This is an optimization exercise on Yosys and OpenROAD, whose aim is small area, a short achievable clock period and few clock cycles per item, not a production implementation.
No run shown here included a check of the RTL's function; only the layout flow was run.
Power figures rest on the tool's default switching activity, not on a simulated workload.

--- run.sh ---
#!/bin/bash
# synth_recipe.tcl (not shown) runs the flow's synth.tcl, then flattens the netlist and writes it again
# the make line also repeats each setting of config.mk as NAME=value (left out here)
make -C /OpenROAD-flow-scripts/flow DESIGN_CONFIG=/design/flow/config.mk WORK_HOME=/design/flow/orfs CLKGATE_MAP_FILE= SYNTH_SCRIPT=/design/flow/synth_recipe.tcl finish
--- config.mk ---
export PLATFORM = sky130hd
export DESIGN_NAME = ir_pulse_distance_transmitter
export DESIGN_NICKNAME = ir_pulse_distance_transmitter
export VERILOG_FILES = /design/flow/design.v
export SDC_FILE = /design/flow/constraint.sdc
export NUM_CORES = 4
export LEC_CHECK = 0
export CAP_MARGIN = 20
export CORE_MARGIN = 2
export CORE_UTILIZATION = 50
export SETUP_SLACK_MARGIN = 5
export SLEW_MARGIN = 20
--- constraint.sdc ---
create_clock -name core_clock -period 8.0 [get_ports {clock}]
set_input_delay 1.6000 -clock core_clock [delete_from_list [all_inputs] [get_ports {clock}]]
set_output_delay 1.6000 -clock core_clock [all_outputs]
set_load 0.01 [all_outputs]
--- design.v ---
package ipdt_pkg;
   localparam int FRAME_BITS = 72;
   localparam int BIT_IDX_W  = $clog2(FRAME_BITS + 1);
   localparam int HIGH_BITS  = FRAME_BITS - 64;
   localparam int HALF_W     = 8;
   localparam int CYC_W      = 10;
   localparam int SPACE_W    = 16;
   localparam int CSR_DATA_W = 16;
   localparam int CSR_IDX_W  = 3;
   localparam logic [HALF_W-1:0]  CARRIER_HALF_RST = 8'd13;
   localparam logic [CYC_W-1:0]   LEAD_BURST_RST   = 10'd322;
   localparam logic [SPACE_W-1:0] LEAD_SPACE_RST   = 16'd4500;
   localparam logic [CYC_W-1:0]   BIT_BURST_RST    = 10'd19;
   localparam logic [SPACE_W-1:0] ONE_SPACE_RST    = 16'd1750;
   localparam logic [SPACE_W-1:0] ZERO_SPACE_RST   = 16'd638;
   localparam logic [CYC_W-1:0]   END_BURST_RST    = 10'd19;
   typedef enum logic [CSR_IDX_W-1:0] {
      REG_CARRIER_HALF = 3'd0,
      REG_LEAD_BURST   = 3'd1,
      REG_LEAD_SPACE   = 3'd2,
      REG_BIT_BURST    = 3'd3,
      REG_ONE_SPACE    = 3'd4,
      REG_ZERO_SPACE   = 3'd5,
      REG_END_BURST    = 3'd6
   } csr_index_type;
   typedef enum logic {
      KIND_TICK  = 1'b0,
      KIND_START = 1'b1
   } kind_type;
   typedef enum logic [5:0] {
      PH_IDLE   = 6'b000001,
      PH_LEAD_B = 6'b000010,
      PH_LEAD_S = 6'b000100,
      PH_BIT_B  = 6'b001000,
      PH_BIT_S  = 6'b010000,
      PH_END_B  = 6'b100000
   } phase_type;
endpackage
import ipdt_pkg::*;
module ir_pulse_distance_transmitter (
   input  logic                  clock,
   input  logic                  reset,
   input  logic                  req_valid,
   output logic                  req_ready,
   input  logic                  req_kind,
   input  logic [63:0]           req_frame_low,
   input  logic [HIGH_BITS-1:0]  req_frame_high,
   output logic                  rsp_valid,
   input  logic                  rsp_ready,
   output logic                  rsp_ir_level,
   output logic                  rsp_busy_res,
   output logic                  rsp_frame_done,
   input  logic                  csr_we,
   input  logic [CSR_IDX_W-1:0]  csr_index,
   input  logic [CSR_DATA_W-1:0] csr_wdata
);
   logic [HALF_W-1:0]  half_r;
   logic [CYC_W-1:0]   lb_r, bb_r, eb_r;
   logic [SPACE_W-1:0] ls_r, os_r, zs_r;
   logic lb_nz, ls_nz, bb_nz, os_nz, zs_nz, eb_nz;
   logic wd_nz10, wd_nz16;
   assign wd_nz10 = |csr_wdata[CYC_W-1:0];
   assign wd_nz16 = |csr_wdata[SPACE_W-1:0];
   always_ff @(posedge clock) begin
      if (reset) begin
         half_r <= CARRIER_HALF_RST;
         lb_r   <= LEAD_BURST_RST;
         ls_r   <= LEAD_SPACE_RST;
         bb_r   <= BIT_BURST_RST;
         os_r   <= ONE_SPACE_RST;
         zs_r   <= ZERO_SPACE_RST;
         eb_r   <= END_BURST_RST;
         lb_nz  <= 1'b1;
         ls_nz  <= 1'b1;
         bb_nz  <= 1'b1;
         os_nz  <= 1'b1;
         zs_nz  <= 1'b1;
         eb_nz  <= 1'b1;
      end else if (csr_we) begin
         case (csr_index)
            REG_CARRIER_HALF: half_r <= csr_wdata[HALF_W-1:0];
            REG_LEAD_BURST:   begin lb_r <= csr_wdata[CYC_W-1:0];   lb_nz <= wd_nz10; end
            REG_LEAD_SPACE:   begin ls_r <= csr_wdata[SPACE_W-1:0]; ls_nz <= wd_nz16; end
            REG_BIT_BURST:    begin bb_r <= csr_wdata[CYC_W-1:0];   bb_nz <= wd_nz10; end
            REG_ONE_SPACE:    begin os_r <= csr_wdata[SPACE_W-1:0]; os_nz <= wd_nz16; end
            REG_ZERO_SPACE:   begin zs_r <= csr_wdata[SPACE_W-1:0]; zs_nz <= wd_nz16; end
            REG_END_BURST:    begin eb_r <= csr_wdata[CYC_W-1:0];   eb_nz <= wd_nz10; end
            default: ;
         endcase
      end
   end
   logic skip;
   assign skip = !bb_nz && !(os_nz && zs_nz);
   logic ph_lb, ph_ls, ph_bb, ph_bs, ph_eb, ph_be;    
   logic [17:0] cnt;
   logic        cp;                                    
   logic [FRAME_BITS:0] f;
   logic        curbit;                                
   logic        rdy_ff;
   logic        ov, ol, ob, od;                        
   logic        sv, sl, sb, sd;                        
   logic busy, burst, space;
   assign busy  = ph_lb | ph_ls | ph_bb | ph_bs | ph_eb;
   assign burst = ph_lb | ph_bb | ph_eb;
   assign space = ph_ls | ph_bs;
   logic [7:0] lo;
   logic [9:0] hi;
   assign lo = cnt[7:0];
   assign hi = cnt[17:8];
   logic lt;
   logic lo_is0, lo_is2, hi_is1, half_end, seg_end;
   assign lo_is0   = (lo == 8'd0);
   assign lo_is2   = (lo == 8'd2);
   assign hi_is1   = (hi == 10'd1);
   assign half_end = (lo[7:1] == 7'd0);
   assign seg_end  = lt;
   logic lt_step;
   assign lt_step = space ? (lo_is2 && (hi[7:0] == 8'd0))
                          : (hi_is1 && ((lo_is2 && cp) ||
                                        (half_end && !cp && (half_r[7:1] == 7'd0))));
   logic [17:0] cnt_step;
   logic        cp_step;
   assign cnt_step[7:0]  = (burst && half_end) ? half_r : lo - 8'd1;
   assign cnt_step[17:8] = (space ? lo_is0 : (half_end && cp)) ? hi - 10'd1 : hi;
   assign cp_step        = burst && (cp ^ half_end);
   logic exists;
   logic [FRAME_BITS:0] pre, f_skip, f_walk;
   assign exists = (|f[FRAME_BITS:1]) || (skip && f[0]);
   localparam int NG = (FRAME_BITS + 1 + 7) / 8;
   logic [NG-1:0] gany, gpre;
   logic [8*NG-1:0] fz;
   assign fz = {{(8*NG-FRAME_BITS-1){1'b0}}, f};
   always_comb begin
      for (int g = 0; g < NG; g++) gany[g] = |fz[8*g +: 8];
      gpre[0] = 1'b0;
      for (int g = 1; g < NG; g++) gpre[g] = gpre[g-1] | gany[g-1];
      for (int i = 0; i <= FRAME_BITS; i++) begin
         logic l;
         l = 1'b0;
         for (int j = (i / 8) * 8; j < i; j++) l = l | f[j];
         pre[i] = gpre[i/8] | l;
      end
   end
   assign f_skip = f & pre;
   assign f_walk = {1'b0, f[FRAME_BITS:1]};
   logic accept, is_tick, is_start, start_idle, start_be;
   assign accept     = req_valid && rdy_ff;
   assign is_tick    = accept && !req_kind;
   assign is_start   = accept && req_kind;
   assign start_idle = is_start && !busy;
   assign start_be   = start_idle && !lb_nz && !ls_nz;
   logic tick_busy, tick_end;
   assign tick_busy = is_tick && busy;
   assign tick_end  = tick_busy && seg_end;
   logic go_ls, go_bs_cur, go_entry;
   assign go_ls     = ph_lb && ls_nz;
   assign go_bs_cur = ph_bb && (curbit ? os_nz : zs_nz);
   assign go_entry  = (ph_lb && !ls_nz) || ph_ls || (ph_bb && !go_bs_cur) || ph_bs;
   logic try_enter, enter, go_eb;
   assign try_enter = (tick_end && go_entry) || ph_be;
   assign enter     = try_enter && exists;
   assign go_eb     = try_enter && !exists && eb_nz;
   logic done_tick;
   assign done_tick = seg_end && (ph_eb || (go_entry && !exists && !eb_nz));
   logic        bitsel;
   logic [17:0] cnt_init;
   logic        new_ls, new_bs;
   assign new_ls = start_idle ? !lb_nz : go_ls;
   assign new_bs = go_bs_cur || (enter && !bb_nz);
   assign bitsel = go_bs_cur ? curbit : (skip ? os_nz : f[0]);
   logic lt_init;
   assign lt_init = new_ls ? (ls_r == 16'd1)
                           : (new_bs && (bitsel ? (os_r == 16'd1) : (zs_r == 16'd1)));
   always_comb begin
      if (new_ls)
         cnt_init = {2'b00, ls_r};
      else if (new_bs)
         cnt_init = {2'b00, bitsel ? os_r : zs_r};
      else if (start_idle)
         cnt_init = {lb_r, half_r};
      else if (enter)
         cnt_init = {bb_r, half_r};
      else
         cnt_init = {eb_r, half_r};
   end
   logic push, r_l, r_b, r_d, be_busy;
   assign be_busy = exists || eb_nz;
   assign push = (accept && !start_be) || ph_be;
   assign r_l  = tick_busy && burst && !cp;
   assign r_b  = ph_be ? be_busy : (busy || is_start);
   assign r_d  = ph_be ? !be_busy : (tick_busy && done_tick);
   logic pop, sv_next;
   assign pop     = ov && rsp_ready;
   assign sv_next = (sv || push) && ov && !pop;
   logic [FRAME_BITS-1:0] fr_in;
   logic [FRAME_BITS:0]   f_load;
   assign fr_in = {req_frame_high, req_frame_low};
   always_comb begin
      for (int i = 0; i < FRAME_BITS; i++)
         f_load[i] = fr_in[i] ? (!skip || os_nz) : (skip && zs_nz);
      f_load[FRAME_BITS] = !skip;
   end
   always_ff @(posedge clock) begin
      if (reset) begin
         ph_lb  <= 1'b0;
         ph_ls  <= 1'b0;
         ph_bb  <= 1'b0;
         ph_bs  <= 1'b0;
         ph_eb  <= 1'b0;
         ph_be  <= 1'b0;
         rdy_ff <= 1'b1;
         ov     <= 1'b0;
         sv     <= 1'b0;
      end else begin
         rdy_ff <= !sv_next && !start_be;
         if (!ov || pop) begin
            ov <= sv || push;
            sv <= 1'b0;
         end else if (push) begin
            sv <= 1'b1;
         end
         if (start_idle) begin
            ph_lb <= lb_nz;
            ph_ls <= !lb_nz && ls_nz;
            ph_be <= !lb_nz && !ls_nz;
         end else if (ph_be || tick_end) begin
            ph_be <= 1'b0;
            ph_lb <= 1'b0;
            ph_ls <= go_ls;
            ph_bb <= enter && bb_nz;
            ph_bs <= new_bs;
            ph_eb <= go_eb;
         end
      end
   end
   always_ff @(posedge clock) begin
      if (!ov || pop) begin
         ol <= sv ? sl : r_l;
         ob <= sv ? sb : r_b;
         od <= sv ? sd : r_d;
      end else if (push && !sv) begin
         sl <= r_l;
         sb <= r_b;
         sd <= r_d;
      end
      if (start_idle || ph_be || tick_end) begin
         cnt <= cnt_init;
         cp  <= 1'b0;
         lt  <= lt_init;
      end else if (tick_busy) begin
         cnt <= cnt_step;
         cp  <= cp_step;
         lt  <= lt_step;
      end
      if (start_idle) begin
         f <= f_load;
      end else if (enter) begin
         f <= skip ? f_skip : f_walk;
         curbit <= f[0];
      end
   end
   assign req_ready      = rdy_ff;
   assign rsp_valid      = ov;
   assign rsp_ir_level   = ol;
   assign rsp_busy_res   = ob;
   assign rsp_frame_done = od;
endmodule
==> impl_metrics.toml, run 1 <==
[status]
status = "complete, no violations"

[worst_setup_path]
worstPathArrival_ns = 3.39
path_class = "primary input to flop"
startpoint_type = "primary input"
worstPathMaxFanout = 6
worstSetupEndpointType = "flop"
worstPathRequired_ns = 8.38

[clocking]
cts_tree = "done"
ctsLongestPathBuffers = 3
cts_sinks = 201
cts_buffers = 24
path_clk_slew_ns = 0.06
worstSkewPairLatency_ns = 0.54
cts_max_level = 1
cts_hold_buf = 0
cts_root_buf = "clkbuf_16"

[synth]
synthTopCellsByArea = "edfxtp_1 26%, dfxtp_1 18%, nand2_1 12%"
synth_top_area_share_pct = 25.90
ys.flop_type = "dfxtp_1"
syn_avg_cell_area_um2 = 8.307
ys_ff_latch = 201
syn_inst = 1382
synth_area_mm2 = 0.01148
synth_commonest_cells = "371 x nand2_1, 105 x nor2_1, 102 x dfxtp_1, 99 x edfxtp_1, 92 x clkbuf_1"
synth_edf_count = 99
yosysSeqAreaShare_pct = 43.68
ys.warnings.count = 1
synth_fp_nets = 1486
ys_types = 66
synth_area_leader_cell = "edfxtp_1"
yosysMostFrequentCell = "nand2_1"
synthArstFlopShare_pct = 0

[floorplan]
dieArea_mm2 = 0.02419
die_w_um = 155.5
start_util_pct = 50.86
row_count = 55
coreArea_mm2 = 0.02257
die_y_um = 155.5
io_pins = 102

[sta]
hold_viol_final = 0
setup_viol = 0
rsz0062_at_grt = "true"
finalClockSkew_ns = 0.02393
maxSlewViolCount = 0
period_minus_slack_ns = 3.010
hold_slack_ns = 0.4551
fmax_mhz = 332.2
tightest_slew_ns = 0.9750
maxSlewHeadroom_pct = 35.00
fin_tns_setup_ns = 0
fin_crit_sh_pct = 37.62

[finish]
antenna_cells = 0
layout-drive-gt1-share_pct = 14.62
area_delta_synth_final_pct = 25.16
nets = 1591
design_area_mm2 = 0.01437
utilization_pct = 63.65

[pwr]
powerDensity_mw_per_mm2 = 182.8
switching_share_pct = 27.52
clock_power_share_pct = 39.9
p_sw_mw = 0.7228
leakagePower_nw = 5.268
internal_power_mw = 1.904
peakVddDrop_mv = 0.1608
seq_power_share_pct = 45.7
power_mw = 2.626
pwr-share-comb_pct = 14.4

[route]
wl_per_cell_um = 21.02
dr.pass1.iters = 6
drc_errors = 0
drtIter0Drc = 1127
routed_via_density = 6.248
finalWirelength_um = 37630
vias = 11180
ant_nets = 0

[grt]
grt_pass1_wl_um = 57850
grt_overflow = 0
antenna_found_initial = 0
grt_pass1_vias = 10300
grt_usage_pct = 30.25
grt_max_degree = 101

[place]
io_buffer_count = 101
place_hpwl_um = 22570
gp_congestion = 0.8720
dpl-instance-area_mm2 = 0.01263

[hold_path]
worstHoldPathType = "flop to flop"

[flow_run]
maxCapViolCount = 0
-- what timing repair did --
item	CTS	global route
endpoints found under the setup margin	241	67
pin swaps	23	15
resized for setup	100	31
endpoints found under the hold margin	0	0
gates cloned	7	1
setup buffers	36	20
-- state kept, by name (all words and copies together), names as in the netlist, 10 cells and up --
| signal | count |
|---|---|
| eb_r | 10 |
| f | 73 |
| os_r | 16 |
| ls_r | 16 |
| zs_r | 16 |
| cnt | 18 |
| lb_r | 10 |
| bb_r | 10 |
-- power by group through the flow --
stage / Clock (mW) / Sequential, mW / Combinational (mW)
after detailed placement: 0 / 1.22 / 0.335
final: 1.05 / 1.20 / 0.379
after global routing: 1.10 / 1.21 / 0.414
after floorplan: 0 / 1.20 / 0.215
after CTS: 1.06 / 1.20 / 0.365
after global placement: 0 / 1.22 / 0.330
-- metrics by stage --
stage | std cells | setup WS (ns)
after floorplan | 1382 | 4.672
after global placement | 1681 | 3.345
after detailed placement | 1681 | 3.272
after CTS | 1768 | 4.977
after global routing | 1790 | 4.924
final | 1790 | 4.990
-- worst paths after layout --
check,startpoint,endpoint,slack (ns),cells after the start
setup / recovery,req_kind,lt,4.99,9
hold / removal,os_r[11],os_r[11],0.46,2
hold reg to reg,os_r[11],os_r[11],0.46,2
setup reg to reg,f[25],f[72],5.03,7
-- cells by family (layout without fill, tap and decap cells) --
group,Yosys count,count (layout),synth area share (%)
flip-flops,201,201,43.68
AND/OR/NAND/NOR,660,665,26.30
multiplexers,43,43,3.945
AO/OA/AOI/OAI,349,350,20.62
buffers and inverters,109,226,3.695
adder cells (fa/ha/maj),7,7,0.7629
XOR/XNOR,13,13,0.9918
-- layer usage --
| metal | wire [um] | track usage, % |
|---|---|---|
| met5 | 0 | 0 |
| met3 | 2514 | 3.872 |
| met4 | 1901 | 14.72 |
| met1 | 15200 | 39.21 |
| met2 | 18010 | 50.15 |
-- final cells by class --
type | count | area, um^2
Clock inverter | 12 | 83.83
Sequential cell | 201 | 5019
Tap cell | 285 | 356.6
Timing Repair Buffer | 172 | 1658
Clock buffer | 32 | 670.6
Multi-Input combinational cell | 1078 | 6543
Inverter | 10 | 37.54
Fill cell | 2014 | 8204
-- layout by cell type, fill, tap and decap left out, types with 18 or more instances in the layout --
| master | instances |
|---|---|
| a211o_1 | 18 |
| a211oi_1 | 42 |
| a21oi_1 | 88 |
| a222oi_1 | 28 |
| a31oi_1 | 37 |
| buf_4 | 57 |
| clkbuf_16 | 25 |
| clkdlybuf4s50_1 | 86 |
| dfxtp_1 | 101 |
| edfxtp_1 | 99 |
| mux2_2 | 18 |
| nand2_1 | 364 |
| nand3_1 | 29 |
| nand3b_1 | 28 |
| nor2_1 | 96 |
| nor4_1 | 24 |
| o211ai_1 | 31 |
| o21ai_0 | 47 |
-- critical path, cell delays in order --
cell      delay (ns)
buf_6           0.09
and3b_2         0.24
a21boi_4        0.20
a31o_4          0.19
o31ai_4         0.07
buf_12          0.15
o22ai_4         0.18
or4b_4          0.49
o211ai_1        0.18
==> run 2: changes to the inputs <==
--- a/config.mk
+++ b/config.mk
@@ -8,5 +8,5 @@
 export CAP_MARGIN = 20
 export CORE_MARGIN = 2
 export CORE_UTILIZATION = 50
-export SETUP_SLACK_MARGIN = 5
+export SETUP_SLACK_MARGIN = 4.5
 export SLEW_MARGIN = 20
==> impl_metrics.toml, run 2 <==
[hold_path]
whs_endpoint = "bb_r[3]"
worstHoldPathType = "flop to flop"
hold_depth = 2
hp-start = "bb_r[3]"

[synth]
synth_top_area_share_pct = 25.90
ys_types = 66
synthArstFlopShare_pct = 0
ys.flop_type = "dfxtp_1"
synthTopCellsByArea = "edfxtp_1 26%, dfxtp_1 18%, nand2_1 12%"
synth_area_leader_cell = "edfxtp_1"
synth_area_mm2 = 0.01148
ys.warnings.count = 1
ys_ff_latch = 201
synth_commonest_cells = "371 x nand2_1, 105 x nor2_1, 102 x dfxtp_1, 99 x edfxtp_1, 92 x clkbuf_1"
syn_avg_cell_area_um2 = 8.307
synth_edf_count = 99
synth_fp_nets = 1486
yosysSeqAreaShare_pct = 43.68
syn_inst = 1382
yosysMostFrequentCell = "nand2_1"

[clocking]
path_clk_slew_ns = 0.06
cts_hold_buf = 0
ctsLongestPathBuffers = 3
cts_root_buf = "clkbuf_16"
cts_tree = "done"
cts_max_level = 1
worstSkewPairLatency_ns = 0.52
cts_sinks = 201
cts_buffers = 24

[floorplan]
dieArea_mm2 = 0.02419
row_count = 55
die_w_um = 155.5
start_util_pct = 50.86
coreArea_mm2 = 0.02257
io_pins = 102
die_y_um = 155.5

[grt]
grt_pass1_wl_um = 56990
antenna_found_initial = 0
grt_pass1_vias = 10350
grt_max_degree = 101
grt_overflow = 0
grt_usage_pct = 29.52

[finish]
design_area_mm2 = 0.01374
area_delta_synth_final_pct = 19.70
final_cell_mix = "368 x nand2_1, 102 x dfxtp_1, 100 x nor2_1, 99 x edfxtp_1, 92 x clkdlybuf4s50_1"
num-fill-cells = 2097
largest_reg_flops = 73
antenna_cells = 0
nets = 1545
layout-drive-gt1-share_pct = 8.910
reg.largest.list = "f: 73 flops, cnt: 18 flops"
layout_commonest_cell = "nand2_1"
largest_register = "f"

[pwr]
leakagePower_nw = 5.073
powerDensity_mw_per_mm2 = 194.0
peakVddDrop_mv = 0.2005

[worst_setup_path]
r2r_slack_ns = 4.62
regToRegEndpoint = "cnt[15]"
path_class = "primary input to flop"
worstPathArrival_ns = 3.71
worstPathMaxFanout = 13
reg2reg_depth = 9
r2r-start = "f[66]"
worstSetupEndpointType = "flop"
worstPathRequired_ns = 8.27
cp-startpoint = "req_kind"
startpoint_type = "primary input"

[status]
status = "complete, no violations"

[route]
wl_per_cell_um = 20.79
ant_nets = 0
routed_via_density = 6.237
drtIter0Drc = 1124
dr.pass1.iters = 9
drc_errors = 0
finalWirelength_um = 36260
vias = 10880

[sta]
tightest_slew_ns = 1.109
maxSlewHeadroom_pct = 25.69
period_minus_slack_ns = 3.439
maxSlewViolCount = 0
setup_viol = 0
fmax_mhz = 290.7
rsz0062_at_grt = "true"
finalClockSkew_ns = 0.01225
fin_crit_sh_pct = 42.99
hold_viol_final = 0
fin_tns_setup_ns = 0

[place]
io_buffer_count = 101
dpl-instance-area_mm2 = 0.01263
place_hpwl_um = 22750
gp_congestion = 0.8406

[flow_run]
maxCapViolCount = 0
-- run 2: cell types whose count changed in the layout (fill, tap and decap cells not counted), sizes merged, moves of 2 or more --
cell / change
and3: -2
clkdlybuf4s50: +6
dlymetal6s2s: +4
clkdlybuf4s15: -2
clkinv: -4
buf: -50
-- run 2: report_power, final --
group          total [mW]  switching, mW  internal, mW  leakage (nW)
combinational       0.357          0.205         0.151          2.91
clock                1.11          0.446         0.663         0.414
sequential           1.20         0.0504          1.15          1.75
total                2.67          0.702          1.96          5.07
-- run 2: repair_timing --
action,CTS,global route
setup endpoints to repair,173,41
pin swaps,3,4
resized for setup,26,14
gates cloned,4,2
setup buffers,6,2
-- run 2: worst max path at each step --
stage / end / slack (ns) / cells after the start
3_5_place_dp: cnt[15] / 3.04 / 7
6_report: cnt[9] / 4.56 / 9
4_1_cts: zs_nz / 4.51 / 6
5_1_grt: cnt[11] / 4.47 / 6
3_3_place_gp: cnt[15] / 3.13 / 7
2_1_floorplan: f[0] / 4.52 / 7
-- run 2: cells by family after synthesis --
kind of cell    share of synthesized area, %
flops                                  43.68
mux                                    3.945
buf+inv                                3.695
fa+ha+maj                             0.7629
compound gates                         20.62
simple gates                           26.30
xor+xnor                              0.9918
-- run 2: layer usage --
metal  wire, um  vias to the layer above  part of all wire (%)  global-route usage (%)
met5          0                        -                     0                       0
met4        950                        0                   2.6                   8.257
met3       2143                       54                   5.9                   3.315
met2      17910                      405                    49                   52.04
met1      15260                     5193                    42                   38.44
li1           -                     5225                     -                       -
-- run 2: final cells by class --
type | instances | area, um^2 | share of cell area, %
multi-input combinational | 1076 | 6212 | 45.21
sequential | 201 | 5015 | 36.50
timing repair buffer | 128 | 1305 | 9.497
clock buffer | 36 | 768.2 | 5.591
tap | 285 | 356.6 | 2.595
clock inverter | 8 | 46.29 | 0.3369
inverter | 10 | 37.54 | 0.2732
-- run 2: through the flow --
| step | hold slack (ns) | worst slack [ns] | std cells | power, mW | utilization, % |
|---|---|---|---|---|---|
| 2_1_floorplan | 0.4329 | 4.524 | 1382 | 1.412 | - |
| 3_3_place_gp | 0.4413 | 3.127 | 1685 | 1.549 | 55.93 |
| 3_5_place_dp | 0.4472 | 3.043 | 1685 | 1.553 | 55.94 |
| 5_1_grt | 0.4795 | 4.473 | 1744 | 2.757 | 60.88 |
| 4_1_cts | 0.4555 | 4.512 | 1739 | 2.663 | 60.42 |
| 6_report | 0.4522 | 4.561 | 1744 | 2.666 | 60.88 |
-- run 2: critical path, stage by stage --
cell and delay [ns]:
clkdlybuf4s50_1 0.42, and3b_2 0.26, a21boi_4 0.20, a31o_4 0.19, o31ai_4 0.07, buf_12 0.16
o22ai_2 0.51, a211o_1 0.22, a21oi_1 0.07

afterwards: timing with drivers on the ports:
In the flow no input, the clock included, has a driving cell. The finished layouts below were timed again as built, in two steps.
Step 1 assumes that a clkbuf_16 drives the clock port and a buf_2 every other input.
Step 2 adds t to the input delays and takes it off the output delays; t is the mean of the earliest and latest rising clock arrival at the registers after step 1. Input paths then give back, and output paths get back, about the clock's delay inside the block.
Three values: no drivers, after step 1, after step 2; two values: the first two.
run	shift t [ns]	setup WS [ns]	worst data-port slew with drivers (ns)
run 1	0.582	4.990 / 4.979 / 4.426	0.04
run 2	0.564	4.561 / 4.587 / 4.023	0.05
After both steps every run listed still meets setup and hold. For run 1, which loses most, drivers alone change the setup slack by -0.011 ns; drivers and shift together by -0.564 ns.
